Context: an optimization exercise on an open-source flow, tuned for small area, a short achievable clock period and few clock cycles per item. The choices shown serve that exercise and are no tape-out recipe.
Power is estimated from default activity; no workload was simulated.

==> flow/design.v <==
`default_nettype none
package tlvsp_pkg;
	localparam logic [2:0] PH_TAG1  = 3'd0;
	localparam logic [2:0] PH_TAG2  = 3'd1;
	localparam logic [2:0] PH_LEN1  = 3'd2;
	localparam logic [2:0] PH_LENX  = 3'd3;
	localparam logic [2:0] PH_VALUE = 3'd4;
	localparam logic [2:0] PH_ERR   = 3'd5;
	localparam logic [2:0] ST_OK      = 3'd0;
	localparam logic [2:0] ST_TRUNC   = 3'd1;
	localparam logic [2:0] ST_OVERRUN = 3'd2;
	localparam logic [2:0] ST_EMPTY   = 3'd3;
	localparam logic [2:0] ST_DEEP    = 3'd4;
	localparam logic [1:0] ROLE_TAG   = 2'd0;
	localparam logic [1:0] ROLE_LEN   = 2'd1;
	localparam logic [1:0] ROLE_VALUE = 2'd2;
	localparam logic [1:0] ROLE_IGN   = 2'd3;
	localparam logic [7:0]  LEN_ESC16   = 8'hFE;
	localparam logic [7:0]  LEN_ESC32   = 8'hFF;
	localparam logic [31:0] POS_SAT     = 32'hFFFF_FFFF;
	typedef struct packed {
		logic        push;
		logic        pop;
		logic        clear;
		logic [31:0] next_pos;
		logic [31:0] elem_end;
	} stk_ctl_t;
	typedef struct packed {
		logic top_eq;   
		logic end_gt;   
	} stk_stat_t;
	typedef struct packed {
		logic [1:0]  byte_role;
		logic        header_done;
		logic [15:0] tag;
		logic [31:0] value_length;
		logic        constructed;
		logic [3:0]  depth;
		logic [3:0]  levels_closed;
		logic [2:0]  status;
		logic        pdu_done;
	} result_t;
endpackage
`default_nettype wire
`default_nettype none
import tlvsp_pkg::*;
module tlv_stream_parser_top #(
	parameter int MAX_DEPTH = 8
) (
	input  wire         clk,
	input  wire         arst_n,
	input  wire         in_valid,
	output logic        in_stall,
	input  wire  [7:0]  data_byte,
	input  wire         pdu_last,
	output logic        out_valid,
	input  wire         out_stall,
	output logic [1:0]  byte_role,
	output logic        header_done,
	output logic [15:0] tag,
	output logic [31:0] value_length,
	output logic        constructed,
	output logic [3:0]  depth,
	output logic [3:0]  levels_closed,
	output logic [2:0]  status,
	output logic        pdu_done
);
	localparam int NE = MAX_DEPTH;   
	logic       v1_q, v2_q, sk_q, adv, load;
	logic [7:0] b, sk_b;
	logic       last, sk_last;
	assign adv      = v1_q && (!v2_q || !out_stall);
	assign load     = adv || !v1_q;
	assign in_stall = sk_q;
	always_ff @(posedge clk or negedge arst_n) begin
		if (!arst_n) begin
			v1_q <= 1'b0;
			v2_q <= 1'b0;
			sk_q <= 1'b0;
		end else begin
			if (load)                  v1_q <= sk_q || in_valid;
			if (load)                  sk_q <= 1'b0;
			else if (in_valid && !sk_q) sk_q <= 1'b1;
			if (adv)                   v2_q <= 1'b1;
			else if (!out_stall)       v2_q <= 1'b0;
		end
	end
	always_ff @(posedge clk) begin
		if (load) begin
			b    <= sk_q ? sk_b : data_byte;
			last <= sk_q ? sk_last : pdu_last;
		end
		if (!sk_q) begin
			sk_b    <= data_byte;
			sk_last <= pdu_last;
		end
	end
	logic        ph_tag1, ph_tag2, ph_len1, ph_lenx, ph_value, ph_err;
	logic [15:0] tag_q;
	logic [31:0] len_q;     
	logic [1:0]  cnt_q;     
	logic        vsat_q;
	logic [2:0]  err_q;     
	logic [3:0]  sp_q;      
	logic [31:0] room_q;
	logic [3:0]  tcnt_q;
	logic [3:0]  ne_q;
	logic [31:0] arr_d [NE];
	logic [2:0]  arr_c [NE];
	logic [1:0]  o_role;
	logic        o_hd;
	logic [3:0]  o_depth;
	logic [3:0]  o_lc;
	logic        o_last;
	logic        esc, complete, len0, cons, top_sat, top_eq;
	logic [31:0] lv, lv_m1, room_dec;
	logic        hi_gt, hi_eq, gt_raw, ge_raw, gt;
	logic [2:0]  err_new, err_fin;
	logic        push, push_new, closing, pop, trunc;
	logic [3:0]  close_cnt;
	logic [31:0] arr_top_d;
	logic [2:0]  arr_top_c;
	assign esc      = (b[7:1] == 7'h7F);
	assign complete = (ph_len1 && !esc) || (ph_lenx && cnt_q == 2'd0);
	assign lv       = {len_q[23:0], b};
	assign len0     = (len_q[23:0] == 24'd0) && (b == 8'd0);
	assign cons     = tag_q[15] ? tag_q[14] : tag_q[6];
	assign top_sat  = (ne_q == 4'd1);
	assign top_eq   = (room_q == 32'd0) && (tcnt_q != 4'd0);
	assign hi_gt  = len_q[23:0] > room_q[31:8];
	assign hi_eq  = len_q[23:0] == room_q[31:8];
	assign gt_raw = hi_gt || (hi_eq && b > room_q[7:0]);
	assign ge_raw = hi_gt || (hi_eq && b >= room_q[7:0]);
	assign gt     = gt_raw && !top_sat;
	assign room_dec = (room_q == 32'd0) ? 32'd0 : room_q - 32'd1;
	assign lv_m1    = (b != 8'd0) ? {len_q[23:0], b - 8'd1} : {len_q[23:0] - 24'd1, 8'hFF};
	always_comb begin
		err_new = ST_OK;
		if (complete) begin
			if (gt)                         err_new = ST_OVERRUN;
			else if (cons && len0)          err_new = ST_EMPTY;
			else if (cons && sp_q[3])       err_new = ST_DEEP;
		end else if (!ph_value && top_eq) begin
			err_new = ST_OVERRUN;
		end
	end
	assign push      = complete && !gt && cons && !len0 && !sp_q[3];
	assign push_new  = push && !ge_raw;
	assign closing   = (ph_value && (vsat_q ? room_q == 32'd0 : len_q == 32'd1)) ||
	                   (complete && !gt && !cons && len0);
	assign pop       = closing && top_eq;
	assign close_cnt = top_eq ? tcnt_q : 4'd0;
	assign trunc     = last && !(closing && sp_q == close_cnt);
	assign err_fin   = (err_new != ST_OK) ? err_new : (trunc ? ST_TRUNC : ST_OK);
	always_comb begin
		arr_top_d = arr_d[0];
		arr_top_c = arr_c[0];
		for (int i = 1; i < NE; i++) begin
			if (ne_q == 4'(i + 2)) begin
				arr_top_d = arr_d[i];
				arr_top_c = arr_c[i];
			end
		end
	end
	always_ff @(posedge clk or negedge arst_n) begin
		if (!arst_n) begin
			ph_tag1  <= 1'b1;
			ph_tag2  <= 1'b0;
			ph_len1  <= 1'b0;
			ph_lenx  <= 1'b0;
			ph_value <= 1'b0;
			ph_err   <= 1'b0;
			sp_q     <= 4'd0;
			room_q   <= 32'hFFFF_FFFE;
			tcnt_q   <= 4'd0;
			ne_q     <= 4'd1;
		end else if (adv) begin
			if (last) begin
				ph_tag1  <= 1'b1;
				ph_tag2  <= 1'b0;
				ph_len1  <= 1'b0;
				ph_lenx  <= 1'b0;
				ph_value <= 1'b0;
				ph_err   <= 1'b0;
				sp_q     <= 4'd0;
				room_q   <= 32'hFFFF_FFFE;
				tcnt_q   <= 4'd0;
				ne_q     <= 4'd1;
			end else if (ph_err) begin
				room_q <= room_dec;
			end else begin
				if (err_new != ST_OK) begin
					ph_tag1  <= 1'b0;
					ph_tag2  <= 1'b0;
					ph_len1  <= 1'b0;
					ph_lenx  <= 1'b0;
					ph_value <= 1'b0;
					ph_err   <= 1'b1;
				end else begin
					ph_tag1  <= push || closing;
					ph_tag2  <= ph_tag1 && b[7];
					ph_len1  <= (ph_tag1 && !b[7]) || ph_tag2;
					ph_lenx  <= (ph_len1 && esc) || (ph_lenx && !complete);
					ph_value <= (complete && !push && !closing) || (ph_value && !closing);
				end
				if (push) begin
					sp_q <= sp_q + 4'd1;
				end else if (closing) begin
					sp_q <= sp_q - close_cnt;
				end
				if (push_new) begin
					room_q <= lv_m1;
					tcnt_q <= 4'd1;
					ne_q   <= ne_q + 4'd1;
				end else if (pop && !top_sat) begin
					room_q <= arr_top_d;
					tcnt_q <= {1'b0, arr_top_c};
					ne_q   <= ne_q - 4'd1;
				end else begin
					room_q <= room_dec;
					if (push)     tcnt_q <= tcnt_q + 4'd1;
					else if (pop) tcnt_q <= 4'd0;
				end
			end
		end
	end
	always_ff @(posedge clk) begin
		if (adv) begin
			if (ph_tag1) begin
				tag_q <= b[7] ? {b, 8'd0} : {8'd0, b};
			end else if (ph_tag2) begin
				tag_q[7:0] <= b;
			end
			if (ph_value)
				len_q <= len_q - 32'd1;
			else if (ph_tag1 || ph_tag2 || (ph_len1 && esc))
				len_q <= 32'd0;
			else
				len_q <= lv;
			if (!ph_value) vsat_q <= gt_raw;
			cnt_q  <= ph_len1 ? (b[0] ? 2'd3 : 2'd1) : cnt_q - 2'd1;
			err_q  <= ph_err ? err_q : err_fin;
			o_role  <= ph_err ? ROLE_IGN : (ph_tag1 || ph_tag2) ? ROLE_TAG :
			           (ph_len1 || ph_lenx) ? ROLE_LEN : ROLE_VALUE;
			o_hd    <= !ph_err && complete;
			o_depth <= ph_err ? 4'd0 : sp_q;
			o_lc    <= (!ph_err && closing && err_fin == ST_OK) ? close_cnt + 4'd1 : 4'd0;
			o_last  <= last;
		end
		for (int i = 0; i < NE; i++) begin
			if (ne_q == 4'(i + 1)) begin
				arr_d[i] <= room_q + ~lv;
				arr_c[i] <= tcnt_q[2:0];
			end
		end
	end
	assign out_valid     = v2_q;
	assign byte_role     = o_role;
	assign header_done   = o_hd;
	assign tag           = o_hd ? tag_q : 16'd0;
	assign value_length  = o_hd ? len_q : 32'd0;
	assign constructed   = o_hd && cons;
	assign depth         = o_depth;
	assign levels_closed = o_lc;
	assign status        = err_q;
	assign pdu_done      = o_last;
endmodule
`default_nettype wire
export LEC_CHECK = 0
export CAP_MARGIN = 20
export CORE_MARGIN = 2
export CORE_UTILIZATION = 40
export SETUP_SLACK_MARGIN = 5
export SLEW_MARGIN = 20
create_clock -name core_clock -period 8.5 [get_ports {clk}]
standard.sh (not shown) runs the stock make flow with config.mk's settings and CLKGATE_MAP_FILE= SYNTH_SCRIPT=/design/flow/synth_recipe.tcl, a recipe that flattens the netlist after the stock synthesis.
==> flow/flow/run.sh <==
#!/bin/bash
# The standard layout (standard synthesis, floorplan, placement, CTS, routing), with one
# change: the port buffers that global placement adds are buf_2 cells rather than the
# clock-delay buffers buffer_ports picks on its own. Every port still gets its buffer.
# The make output goes to standard.log in this folder; ORFS keeps each step's log under orfs/logs.
set -euo pipefail
export BUFFER_PORTS_ARGS="-buffer_cell sky130_fd_sc_hd__buf_2"
bash standard.sh > standard.log 2>&1
==> next run, changes <==
==> flow/run.sh (new file) <==
#!/bin/bash
# synth_recipe.tcl (not shown) runs the flow's synth.tcl, then flattens the netlist and writes it again
# the make line also repeats each setting of config.mk as NAME=value (left out here)
make -C /OpenROAD-flow-scripts/flow DESIGN_CONFIG=/design/flow/config.mk WORK_HOME=/design/flow/orfs CLKGATE_MAP_FILE= SYNTH_SCRIPT=/design/flow/synth_recipe.tcl finish
removed: flow/flow/run.sh
removed: flow/standard.sh
Effect: Clock-buffer cell count went up by 3; cell area went up by 2.1%; register-to-register slack got worse by 0.04 ns; hold slack got worse by 0.015 ns; total power went up by 2.9%; global-route usage is about the same; wire length went up by 2.0%.
No functional check of the RTL was part of any run of this note.

port drivers added, routing unchanged:
Ports are ideal in the flow. The routed layouts listed here were re-timed in OpenROAD.
Step 1 (the two cells are an assumption about what drives the block):
set clk [get_ports {clk}]
set_driving_cell -lib_cell sky130_fd_sc_hd__clkbuf_16 $clk
set_driving_cell -lib_cell sky130_fd_sc_hd__buf_2 [delete_from_list [all_inputs] $clk]
Step 2, shift: input delay + t, output delay - t, t = (earliest + latest rising clock arrival at the registers) / 2. This alone moves slack from input paths to output paths.
Three values: ideal, step 1, step 2; two values: the first two.
| run | t, ns | setup slack, ns | worst setup path after step 2 | worst slew at a driven data input, ns |
|---|---|---|---|---|
| the first run | 0.651 | 4.948 / 4.948 / 4.421 | input to register | 0.05 |
| the second run | 0.652 | 4.848 / 4.794 / 4.370 | input to register | 0.04 |
After both steps setup and hold are still met in every run listed. For the first run, which loses most, drivers alone change the setup slack by 0.000 ns; drivers and shift together by -0.527 ns.
